Source: an optimization exercise on an open RTL-to-GDS flow (aim: small area, a short achievable clock period and few clock cycles per item). Production flows keep margins and buffers that such runs may drop. No run shown here included a check of the RTL's function; only the layout flow was run.

==> flow/design.v (outline; a module is shown in full before it is edited, if it fits) <==
// module barometer_pressure_compensation_unit: 1269 lines
module barometer_pressure_compensation_unit (
    input  wire logic        clk,
    input  wire logic        rst_n,
    input  wire logic        s_tvalid,
    output logic             s_tready,
    input  wire logic [23:0] s_tdata,
    output logic             m_tvalid,
    input  wire logic        m_tready,
    output logic [23:0]      m_tdata,
    output logic [0:0]       m_tuser,
    input  wire logic        cfg_we,
    input  wire logic [bpc_pkg::CFG_ADDR_BITS-1:0] cfg_addr,
    input  wire logic [bpc_pkg::COEF_BITS-1:0]     cfg_wdata
);
  // ...
==> flow/flow/run.sh <==
#!/bin/bash
# The standard layout, with one step added between synthesis and floorplan:
# polarity.py removes inverters around the full-adder cells of the synthesized
# netlist (a full adder complements both outputs when its three inputs are
# complemented, so each fa cell can take its inputs in whichever polarity needs
# fewer inverters), and gives each fa cell's latest-arriving input its carry
# input pin, the fastest of the three (the cell is symmetric in them). Registers, cells other than inverters and every other step
# are the standard flow's, except that the ports are buffered with buf_2 cells
# (BUFFER_PORTS_ARGS) rather than the slow delay-buffer cell the resizer picks.
set -euo pipefail
res=orfs/results/${FLOW_PLATFORM}/barometer_pressure_compensation_unit/base
bash standard.sh synth > standard_synth.log 2>&1
cp "$res/1_2_yosys.v" synth_netlist.v
python3 flow/polarity.py synth_netlist.v "$res/1_2_yosys.v" > polarity.log 2>&1
touch "$res/1_2_yosys.v"
bash standard.sh "BUFFER_PORTS_ARGS=-buffer_cell sky130_fd_sc_hd__buf_2" finish > standard_finish.log 2>&1
==> flow/flow/polarity.py <==
#!/usr/bin/env python3
"""Removes inverters around full-adder cells of a flat sky130 gate netlist.

A full adder is self-dual: complementing its three inputs complements both
outputs.  Each fa cell may therefore be "flipped" (inputs and outputs taken
in complemented form) without changing what the netlist computes.  The script
collapses the netlist's inverters, picks a flip for every fa cell by local
search so that as few signals as possible are needed in both polarities, and
writes the netlist back with one inverter per signal that still needs its
complement.  Flip-flops, ports and every other cell are left as they are.

usage: polarity.py IN.v OUT.v
"""
import re
import sys
import random

OUT_PINS = {"X", "Y", "Q", "Q_N", "SUM", "COUT", "HI", "LO", "GCLK"}
INV_RE = re.compile(r"^sky130_fd_sc_hd__(inv|clkinv)_\d+$")
FA_RE = re.compile(r"^sky130_fd_sc_hd__fa_\d+$")


def esc(net):
    """an escaped identifier ends at white space"""
    return net + " " if net.startswith("\\") else net


def parse(text):
    m = re.search(r"^\s*module\s+(\w+)\s*\((.*?)\);", text, re.S | re.M)
    ports = [p.strip() for p in m.group(2).split(",")]
    cell_re = re.compile(r"^  (sky130_fd_sc_hd__\w+)\s+(\S+)\s*\((.*?)\n  \);\n", re.S | re.M)
    cells = []
    spans = []
    for cm in cell_re.finditer(text):
        pins = {}
        for pm in re.finditer(r"\.(\w+)\(([^()]*)\)", cm.group(3)):
            pins[pm.group(1)] = pm.group(2).strip()
        cells.append([cm.group(1), cm.group(2), pins])
        spans.append((cm.start(), cm.end()))
    return ports, cells, spans


# rough delays (ns) for ordering the inputs of each full adder: its carry input
# is its fastest, so the latest-arriving signal goes there
FA_SUM = {"A": 0.53, "B": 0.50, "CIN": 0.48}
FA_COUT = {"A": 0.42, "B": 0.39, "CIN": 0.36}


def permute_fa_inputs(final, is_port):
    drv = {}
    for key, (typ, name, pins) in final.items():
        for p, n in pins.items():
            if p in OUT_PINS:
                drv[n] = key
    seq = lambda t: ("dfrtp" in t or "dfxtp" in t or "edfxtp" in t or "dfstp" in t
                     or "conb" in t or "dlx" in t)
    arr = {}
    state = {}

    def arrival(net):
        if net in arr:
            return arr[net]
        stack = [net]
        while stack:
            n = stack[-1]
            if n in arr:
                stack.pop()
                continue
            key = drv.get(n)
            if key is None:
                arr[n] = 1.7 if is_port(n) else 0.0
                stack.pop()
                continue
            typ, name, pins = final[key]
            if seq(typ):
                arr[n] = 0.45
                stack.pop()
                continue
            ins = [m for p, m in pins.items() if p not in OUT_PINS]
            todo = [m for m in ins if m not in arr]
            if todo:
                if state.get(n) == "visiting":
                    raise RuntimeError("combinational loop at " + n)
                state[n] = "visiting"
                stack.extend(todo)
                continue
            if FA_RE.match(typ):
                order = sorted((pins["A"], pins["B"], pins["CIN"]), key=lambda m: arr[m])
                a = dict(zip(("A", "B", "CIN"), order))
                pins.update(a)
                tsum = max(arr[a[p]] + FA_SUM[p] for p in a)
                tco = max(arr[a[p]] + FA_COUT[p] for p in a)
                arr[pins["SUM"]] = tsum
                arr[pins["COUT"]] = tco
            else:
                d = 0.06 if INV_RE.match(typ) else (0.3 if "__ha_" in typ else 0.2)
                t = max(arr[m] for m in ins) + d if ins else 0.0
                for p, m in pins.items():
                    if p in OUT_PINS:
                        arr[m] = t
            stack.pop()
        return arr[net]

    before = {k: (v[2]["A"], v[2]["B"], v[2]["CIN"]) for k, v in final.items() if FA_RE.match(v[0])}
    for key, (typ, name, pins) in final.items():
        for p, n in pins.items():
            if p in OUT_PINS:
                arrival(n)
    return sum(1 for k, v in before.items()
               if (final[k][2]["A"], final[k][2]["B"], final[k][2]["CIN"]) != v)


def main():
    src, dst = sys.argv[1], sys.argv[2]
    text = open(src).read()
    ports, cells, spans = parse(text)
    assert "assign" not in text, "netlist has assign statements"

    def is_port(net):
        base = net.lstrip("\\").split("[")[0].strip()
        return base in ports

    driver = {}            # net -> (cell index, pin)
    loads = {}             # net -> list of (cell index, pin)
    for i, (typ, name, pins) in enumerate(cells):
        for p, n in pins.items():
            if p in OUT_PINS:
                assert n not in driver, f"two drivers on {n}"
                driver[n] = (i, p)
            else:
                loads.setdefault(n, []).append((i, p))

    # inverters that may be collapsed: input driven by a cell, output feeding only cells
    inv = set()
    for i, (typ, name, pins) in enumerate(cells):
        if INV_RE.match(typ):
            a, y = pins["A"], pins["Y"]
            if a in driver and not is_port(a) and not is_port(y) and y in loads:
                inv.add(i)

    def root(net):
        pol = 0
        while net in driver and driver[net][0] in inv:
            net = cells[driver[net][0]][2]["A"]
            pol ^= 1
        return net, pol

    fa = [i for i, c in enumerate(cells) if FA_RE.match(c[0])]
    faidx = {i: k for k, i in enumerate(fa)}
    # requirements: for each root net, list of (fa index or -1, polarity)
    req = {}
    for i, (typ, name, pins) in enumerate(cells):
        if i in inv:
            continue
        for p, n in pins.items():
            if p in OUT_PINS:
                continue
            r, pol = root(n)
            req.setdefault(r, []).append((faidx.get(i, -1), pol, i, p))
    src_fa = {}
    for r in req:
        if r in driver and driver[r][0] in faidx:
            src_fa[r] = faidx[driver[r][0]]
    touch = [[] for _ in fa]
    for r, lst in req.items():
        ks = {k for k, _, _, _ in lst if k >= 0}
        if r in src_fa:
            ks.add(src_fa[r])
        for k in ks:
            touch[k].append(r)

    x = [0] * len(fa)

    def cost(r):
        sp = x[src_fa[r]] if r in src_fa else 0
        for k, pol, _, _ in req[r]:
            if (pol ^ (x[k] if k >= 0 else 0)) != sp:
                return 1
        return 0

    def total():
        return sum(cost(r) for r in req)

    start = total()
    best = list(x)
    best_cost = start
    rng = random.Random(1)
    for trial in range(8):
        if trial:
            x = [v if rng.random() < 0.8 else 1 - v for v in best]
        improved = True
        while improved:
            improved = False
            for k in range(len(fa)):
                rs = set(touch[k])
                before = sum(cost(r) for r in rs)
                x[k] ^= 1
                after = sum(cost(r) for r in rs)
                if after < before:
                    improved = True
                else:
                    x[k] ^= 1
        c = total()
        if c < best_cost:
            best, best_cost = list(x), c
    x = best

    # rewrite: drop collapsed inverters, add one inverter per root that needs it
    newpins = {}
    added = []
    decl = []
    for r, lst in req.items():
        sp = x[src_fa[r]] if r in src_fa else 0
        comp = None
        for k, pol, i, p in lst:
            need = pol ^ (x[k] if k >= 0 else 0)
            if need == sp:
                net = r
            else:
                if comp is None:
                    comp = f"polnet_{len(added)}"
                    added.append((r, comp))
                    decl.append(f"  wire {comp};\n")
                net = comp
            newpins.setdefault(i, {})[p] = net
    # final connections of every kept cell, and the added inverters
    final = {}
    for i, (typ, name, pins) in enumerate(cells):
        if i in inv:
            continue
        p2 = dict(pins)
        p2.update(newpins.get(i, {}))
        final[i] = [typ, name, p2]
    for j, (r, c) in enumerate(added):
        final[("pol", j)] = ["sky130_fd_sc_hd__inv_1", f"polinv_{j}", {"A": r, "Y": c}]
    permuted = permute_fa_inputs(final, is_port)
    out = []
    last = 0
    for i, (s, e) in enumerate(spans):
        out.append(text[last:s])
        last = e
        if i in inv:
            continue
        typ, name, pins = final[i]
        body = ",\n".join(f"    .{p}({esc(n)})" for p, n in pins.items())
        out.append(f"  {typ} {name} (\n{body}\n  );\n")
    tail = text[last:]
    body = "".join(out)
    ins = "".join(f"  sky130_fd_sc_hd__inv_1 polinv_{j} (\n    .A({esc(r)}),\n    .Y({c})\n  );\n"
                  for j, (r, c) in enumerate(added))
    tail = tail.replace("endmodule", ins + "endmodule", 1)
    # declare the new nets after the module's port list declarations
    k = body.find("  wire ")
    body = body[:k] + "".join(decl) + body[k:]
    open(dst, "w").write(body + tail)
    print(f"fa cells {len(fa)}, flipped {sum(x)}; inverters collapsed {len(inv)}, "
          f"signals needing a complement {start} -> {best_cost}, inverters written {len(added)}; "
          f"fa cells with inputs reordered {permuted}")


main()
==> flow/standard.sh <==
#!/bin/bash
# synth_recipe.tcl (not shown) runs the flow's synth.tcl, then flattens the netlist and writes it again
# the make line also repeats each setting of config.mk as NAME=value (left out here)
make -C /OpenROAD-flow-scripts/flow DESIGN_CONFIG=/design/flow/config.mk WORK_HOME=/design/flow/orfs CLKGATE_MAP_FILE= SYNTH_SCRIPT=/design/flow/synth_recipe.tcl "${@:-finish}"
==> flow/config.mk <==
export PLATFORM = sky130hd
export DESIGN_NAME = barometer_pressure_compensation_unit
export DESIGN_NICKNAME = barometer_pressure_compensation_unit
export VERILOG_FILES = /design/flow/design.v
export SDC_FILE = /design/flow/constraint.sdc
export NUM_CORES = 4
export LEC_CHECK = 0
export ABC_AREA = 1
export CAP_MARGIN = 20
export CORE_MARGIN = 2
export CORE_UTILIZATION = 40
export CTS_BUF_LIST = sky130_fd_sc_hd__clkbuf_4
export SETUP_SLACK_MARGIN = 2.5
export SLEW_MARGIN = 20
==> flow/constraint.sdc <==
create_clock -name core_clock -period 7.5 [get_ports {clk}]
set_input_delay 1.5000 -clock core_clock [delete_from_list [all_inputs] [get_ports {clk}]]
set_output_delay 1.5000 -clock core_clock [all_outputs]
set_load 0.01 [all_outputs]
==> out/qor.yml, run 1 <==
r2r_setup_slack_ns: 2.41
syn_inst: 2971
dp_hpwl_um: 60000
cp.depth: 17
status: "finished clean"
crit_end: "c3_reg"
synth_warnings: 1
drt-met1-wl_um: 32200
finalCritPeriodShare: 0.679
grt_use_met2: 0.368
drive_gt1_frac: 0.162
htreeDepth: 3
design_area_mm2: 0.0331
max_stage_delay_ns: 0.55
ios: 74
crit_chain: "buf_6, buf_12, nand2_4, fa_1, fa_1, fa_1, fa_1, fa_1, inv_2, fa_1, fa_1, ha_1, nand2_1, inv_2, nand3_2, o21bai_1, nand3_1"
instances_no_fill: 4201
gr-total-overflow: 0
largest_class: "multi-input combinational cells"
n_sequential_cell: 291
arrival_ns: 5.64
worst_pin_slew_ns: 0.886
rr_startpoint: "p2_reg[1]"
critical_path.top_delay_family: "adder cells"
hold_depth: 0
wl_per_cell_um: 18.9
fp.dieH_um: 273
layout_commonest_cell: "nand2_1"
n_tap_cell: 950
cts_resized: 89
slew_headroom: 0.410
min_path_type: "reg -> reg"
min_from: "temp3_reg[6]"
cts_buffers: 77
wl_um: 79200
grt_max_degree: 72
slew_violations: 0
==> inputs of run 2 (changes only) <==
--- a/flow/design.v
+++ b/flow/design.v
@@ -38,25 +38,25 @@
     logic signed [17:0] b2x3_reg;     
     logic signed [15:0] c12x3_reg;    
     logic [3:0]  ok_reg;
     logic        a0_ok, b1_ok, b2_ok, c12_ok;
     logic [15:0] a0_g, b1_g;
     logic [3:0]  vld;
     logic        en;
     logic [9:0]  p1_reg, t1_reg;
-    logic [3:0]  tk_next, tk2_reg;
+    logic [3:0]  tk;
     logic [11:0] temp_next;
     logic [25:0] x_next, x2_reg;
     logic [27:0] y_next, y2_reg;
     logic [9:0]  p2_reg, t2_reg;
     logic [18:0]  lo_sum;
     logic        c3_reg;
     logic [26-1:0] ra3_reg, rb3_reg;
-    logic [11:0] temp3_reg;
+    logic [9:0]  t3_reg;
     logic [26-1:0] s_full;
     logic [25:0] v;
     logic        clip_lo4_reg, clip_hi4_reg;
     logic [12:0] hl;
     logic [11:0] h4_reg;
     logic [2:0]  g4_reg;
     logic        c4_reg;
     logic [11:0] temp4_reg;
@@ -1238,21 +1238,21 @@
     wire tc_s77, tc_c77;
     assign {tc_c77, tc_s77} = {1'b0, tb_ra[43]} + {1'b0, tb_ra[37]} + {1'b0, tb_rb[43]};
     wire tc_s78, tc_c78;
     assign {tc_c78, tc_s78} = {1'b0, tb_rb[37]} + {1'b0, tc_c75} + {1'b0, tc_s77};
     wire [43:0] tc_ra = {tc_c76, tc_c74, tc_c72, tc_c70, tc_c68, tc_c66, tc_c64, tc_c62, tc_c60, tc_c58, tc_c56, tc_c54, tc_c52, tc_c50, tc_c48, tc_c46, tc_c44, tc_c42, tc_c40, tc_c38, tc_c36, tc_c34, tc_c32, tc_c30, tc_c28, tc_c26, tc_c24, tc_c22, tc_c20, tc_c18, tc_c16, tc_c14, tc_c12, tb_ra[10], tc_c8, tc_c6, tc_c4, tc_s4, tb_ra[5], tb_ra[4], tb_rb[3], tb_ra[2], tb_ra[1], tb_ra[0]};
     wire [43:0] tc_rb = {tc_s78, tc_s76, tc_s74, tc_s72, tc_s70, tc_s68, tc_s66, tc_s64, tc_s62, tc_s60, tc_s58, tc_s56, tc_s54, tc_s52, tc_s50, tc_s48, tc_s46, tc_s44, tc_s42, tc_s40, tc_s38, tc_s36, tc_s34, tc_s32, tc_s30, tc_s28, tc_s26, tc_s24, tc_s22, tc_s20, tc_s18, tc_s16, tc_s14, tc_s12, tc_s10, tc_s8, tc_s6, 1'b0, tc_s2, tc_s1, tc_s0, tb_rb[2], tb_rb[1], tb_rb[0]};
     assign x_next = ta_ra + ta_rb;
     assign y_next = ty_ra + ty_rb;
-    assign tk_next = 4'(t1_reg >= 10'd17)  + 4'(t1_reg >= 10'd124) + 4'(t1_reg >= 10'd231)
-                   + 4'(t1_reg >= 10'd338) + 4'(t1_reg >= 10'd445) + 4'(t1_reg >= 10'd552)
-                   + 4'(t1_reg >= 10'd659) + 4'(t1_reg >= 10'd766) + 4'(t1_reg >= 10'd873)
-                   + 4'(t1_reg >= 10'd980);
-    assign temp_next = bpc_pkg::T_BASE + 12'(tk2_reg) - 12'(t2_reg) - 12'({t2_reg, 1'b0});
+    assign tk = 4'(t3_reg >= 10'd17)  + 4'(t3_reg >= 10'd124) + 4'(t3_reg >= 10'd231)
+              + 4'(t3_reg >= 10'd338) + 4'(t3_reg >= 10'd445) + 4'(t3_reg >= 10'd552)
+              + 4'(t3_reg >= 10'd659) + 4'(t3_reg >= 10'd766) + 4'(t3_reg >= 10'd873)
+              + 4'(t3_reg >= 10'd980);
+    assign temp_next = bpc_pkg::T_BASE + 12'(tk) - 12'(t3_reg) - 12'({t3_reg, 1'b0});
     assign lo_sum = {1'b0, tc_ra[18-1:0]} + {1'b0, tc_rb[18-1:0]};
     assign s_full = ra3_reg + rb3_reg + 26'(c3_reg);
     assign v      = s_full[26-1:0];
     assign hl     = 13'(v[21:10]) + 13'(v[9:0]);
     always_comb
     begin
         q2 = {h4_reg, 1'b1} + {9'd0, g4_reg, c4_reg};
         if (clip_lo4_reg)
@@ -1267,23 +1267,22 @@
         if (en)
         begin
             p1_reg       <= s_tdata[9:0];
             t1_reg       <= s_tdata[19:10];
             x2_reg       <= x_next;
             y2_reg       <= y_next;
             p2_reg       <= p1_reg;
             t2_reg       <= t1_reg;
-            tk2_reg      <= tk_next;
             c3_reg       <= lo_sum[18];
             ra3_reg      <= tc_ra[43:18];
             rb3_reg      <= tc_rb[43:18];
-            temp3_reg    <= temp_next;
+            t3_reg       <= t2_reg;
             clip_lo4_reg <= v[25];
             clip_hi4_reg <= !v[25] && ((|v[24:22]) || (&v[21:12]));
             h4_reg       <= v[21:10];
             g4_reg       <= hl[12:10];
             c4_reg       <= (&hl[9:3]) && (4'(hl[2:0]) + 4'(hl[12:10]) >= 4'd7);
-            temp4_reg    <= temp3_reg;
+            temp4_reg    <= temp_next;
         end
     end
 endmodule
 `default_nettype wire
==> run 2 against run 1 <==
Compared with the run above:
- worst hold slack got worse by 0.0019 ns
- largest cell class unchanged
- area after synthesis increased by 1.1%
- sequential cell count decreased by 6
- synthesized cell count increased by 0.98%
==> out/qor.yml, run 2 <==
status: "finished clean"  # unchanged
cts_buffers: 79  # was 77
die_w_um: 274  # was 273 µm
rows: 99  # was 98
finalCritPeriodShare: 0.731  # was 0.679
start_util: 0.402  # was 0.403
setup.worst_path.start_class: "register"  # unchanged
clock_sinks: 285  # was 291
finalSetupViolations: 0  # unchanged
synth_warnings: 1  # unchanged
largest_reg_flops: 28  # unchanged
arrival_ns: 6.11  # was 5.64 ns
wl_um: 75100  # was 79,200 µm
cts_tree: "done"  # unchanged
end_kind: "register"  # unchanged
r2r_setup_slack_ns: 2.02  # was 2.41 ns
max_freq_mhz: 182  # was 196 MHz
syn_inst: 3000  # was 2,971
worst_pin_slew_ns: 0.934  # was 0.886 ns
cts_hold_buf: 0  # unchanged
gp_congestion: 0.991  # was 0.966
final_cell_mix: "560 x nand2_1, 456 x inv_1, 372 x fa_1"  # was 570 x nand2_1, 459 x inv_1, 380 x fa_1
die_area_mm2: 0.0751  # was 0.0743 mm²
ios: 74  # unchanged
cts_root_buf: "clkbuf_4"  # unchanged
htreeDepth: 3  # unchanged
syn_to_final_growth_pct: 13.4  # was 14.7%
num_vias: 21900  # was 21.8k
finalNetCount: 3895  # was 3,846
grt_pass1_wl_um: 118000  # was 124,000 µm
gr-usage-all-layers: 0.202  # was 0.216
fin_setup_tns_ns: 0  # unchanged
fp.dieH_um: 274  # was 273 µm
worst-setup-path-type: "reg -> reg"  # unchanged
cts.clk_slew.worst_paths_ns: 0.07  # about the same
dr.first_iter.drc_count: 1758  # was 1,702
dpl_cell_area_mm2: 0.0306  # was 0.0302 mm²
design_area_mm2: 0.0331  # about the same
instances_no_fill: 4217  # was 4,201
dp_hpwl_um: 58000  # was 60,000 µm
viasPerCell: 5.19  # about the same
firstDrtPassIters: 6  # was 5
coreArea_mm2: 0.0726  # was 0.0715 mm²
skew_ns: 0.0528  # was 0.0665 ns
worstSkewPairLatency_ns: 0.84  # was 0.82 ns
gr-total-overflow: 0  # unchanged
wl_per_cell_um: 17.8  # was 18.9 µm
avgSynthCellArea_um2: 9.72  # was 9.71 µm²
grt_antenna_before_repair: 1  # unchanged
grt_max_degree: 74  # was 72
path_max_fanout: 14  # was 5
slew_violations: 0  # unchanged
fin_util: 0.456  # was 0.463
drive_gt1_frac: 0.148  # was 0.162
cap_violations: 0  # unchanged
slew_headroom: 0.377  # was 0.410
clk_path_buf_depth: 3  # unchanged
portBuffers: 69  # unchanged
first_global_vias: 22000  # was 22.7k
synth_area_mm2: 0.0292  # was 0.0288 mm²
layout_commonest_cell: "nand2_1"  # unchanged
min_path_type: "reg -> reg"  # unchanged
critPathRequiredTime_ns: 8.12  # was 8.04 ns
drtAntennaViolNets: 0  # unchanged
hold_violations: 0  # unchanged
drc: 0  # unchanged
rsz0062_at_grt: "yes"  # unchanged
holdWs_ns: 0.401  # was 0.403 ns
dp.cells: 3958  # was 3,922
syn_nets: 3693  # was 3,622
period_needed_ns: 5.48  # was 5.09 ns
## run 2: what timing repair did
action	in CTS	in global routing
resized for setup	36	95
buffers inserted	62	60
endpoints found under the setup margin	54	43
pin swaps	6	14
## run 2: layout make-up
class	instances	area, µm²
Fill cell	6986	39500
Multi-Input combinational cell	2138	18800
Sequential cell	285	8520
Inverter	484	1850
Timing Repair Buffer	214	1670
Tap cell	959	1200
Clock buffer	101	758
Clock inverter	34	236
Antenna cell	2	5.00
## run 2: through the flow
| stage | setup slack, ns |
|---|---|
| 3_5_place_dp | 1.62 |
| 2_1_floorplan | 2.35 |
| 6_report | 2.02 |
| 4_1_cts | 2.06 |
| 5_1_grt | 1.84 |
| 3_3_place_gp | 1.63 |
## run 2: critical path: stages (launching register included)
cell,delay [ns]
edfxtp_1,0.38
buf_6,0.14
buf_4,0.15
buf_12,0.15
nand2_1,0.08
fa_1,0.44
fa_2,0.36
fa_1,0.39
fa_1,0.48
fa_1,0.49
inv_1,0.04
ha_2,0.19
fa_1,0.46
fa_1,0.52
ha_4,0.29
nand2_2,0.05
inv_2,0.05
nand3_2,0.07
nor3_2,0.20
nand2_1,0.10
o311ai_2,0.21
## run 2: metal layers
layer,vias up,global-route usage,wire (µm)
met5,-,0,0
met4,0,0.0898,3210
met3,202,0.0328,5020
met2,875,0.338,35600
met1,10400,0.257,31300
li1,10400,-,-
## run 2: path summary, 6_finish.rpt
kind | start | end | cells past startpoint
hold / removal | t2_reg[6] | t3_reg[6] | 0
min in group asynchronous | rst_n | vld[3] | 1
setup / recovery | p2_reg[1] | c3_reg | 20
hold reg to reg | t2_reg[6] | t3_reg[6] | 0
max in group asynchronous | rst_n | ok_reg[3] | 1
setup reg to reg | p2_reg[1] | c3_reg | 20

re-timing with driven ports:
The flow's constraints put no driver on any port. The routed layouts listed below were extracted and timed again, unchanged, in two steps. Step 1, drivers: a clkbuf_16 drives clk and a buf_2 each remaining input, both assumed. Step 2, shift: input delay + t, output delay - t, t = (earliest + latest rising clock arrival at the registers) / 2. This alone moves slack from input paths to output paths. Three values: no drivers, after step 1, after step 2; two values: the first two.
run | t (ns) | setup slack, ns | worst data-port slew with drivers (ns)
run 1 | 0.849 | 2.406 / 2.406 / 2.406 | 0.05
run 2 | 0.861 | 2.017 / 2.017 / 2.017 | 0.07
After both steps setup and hold are still met in every run listed.
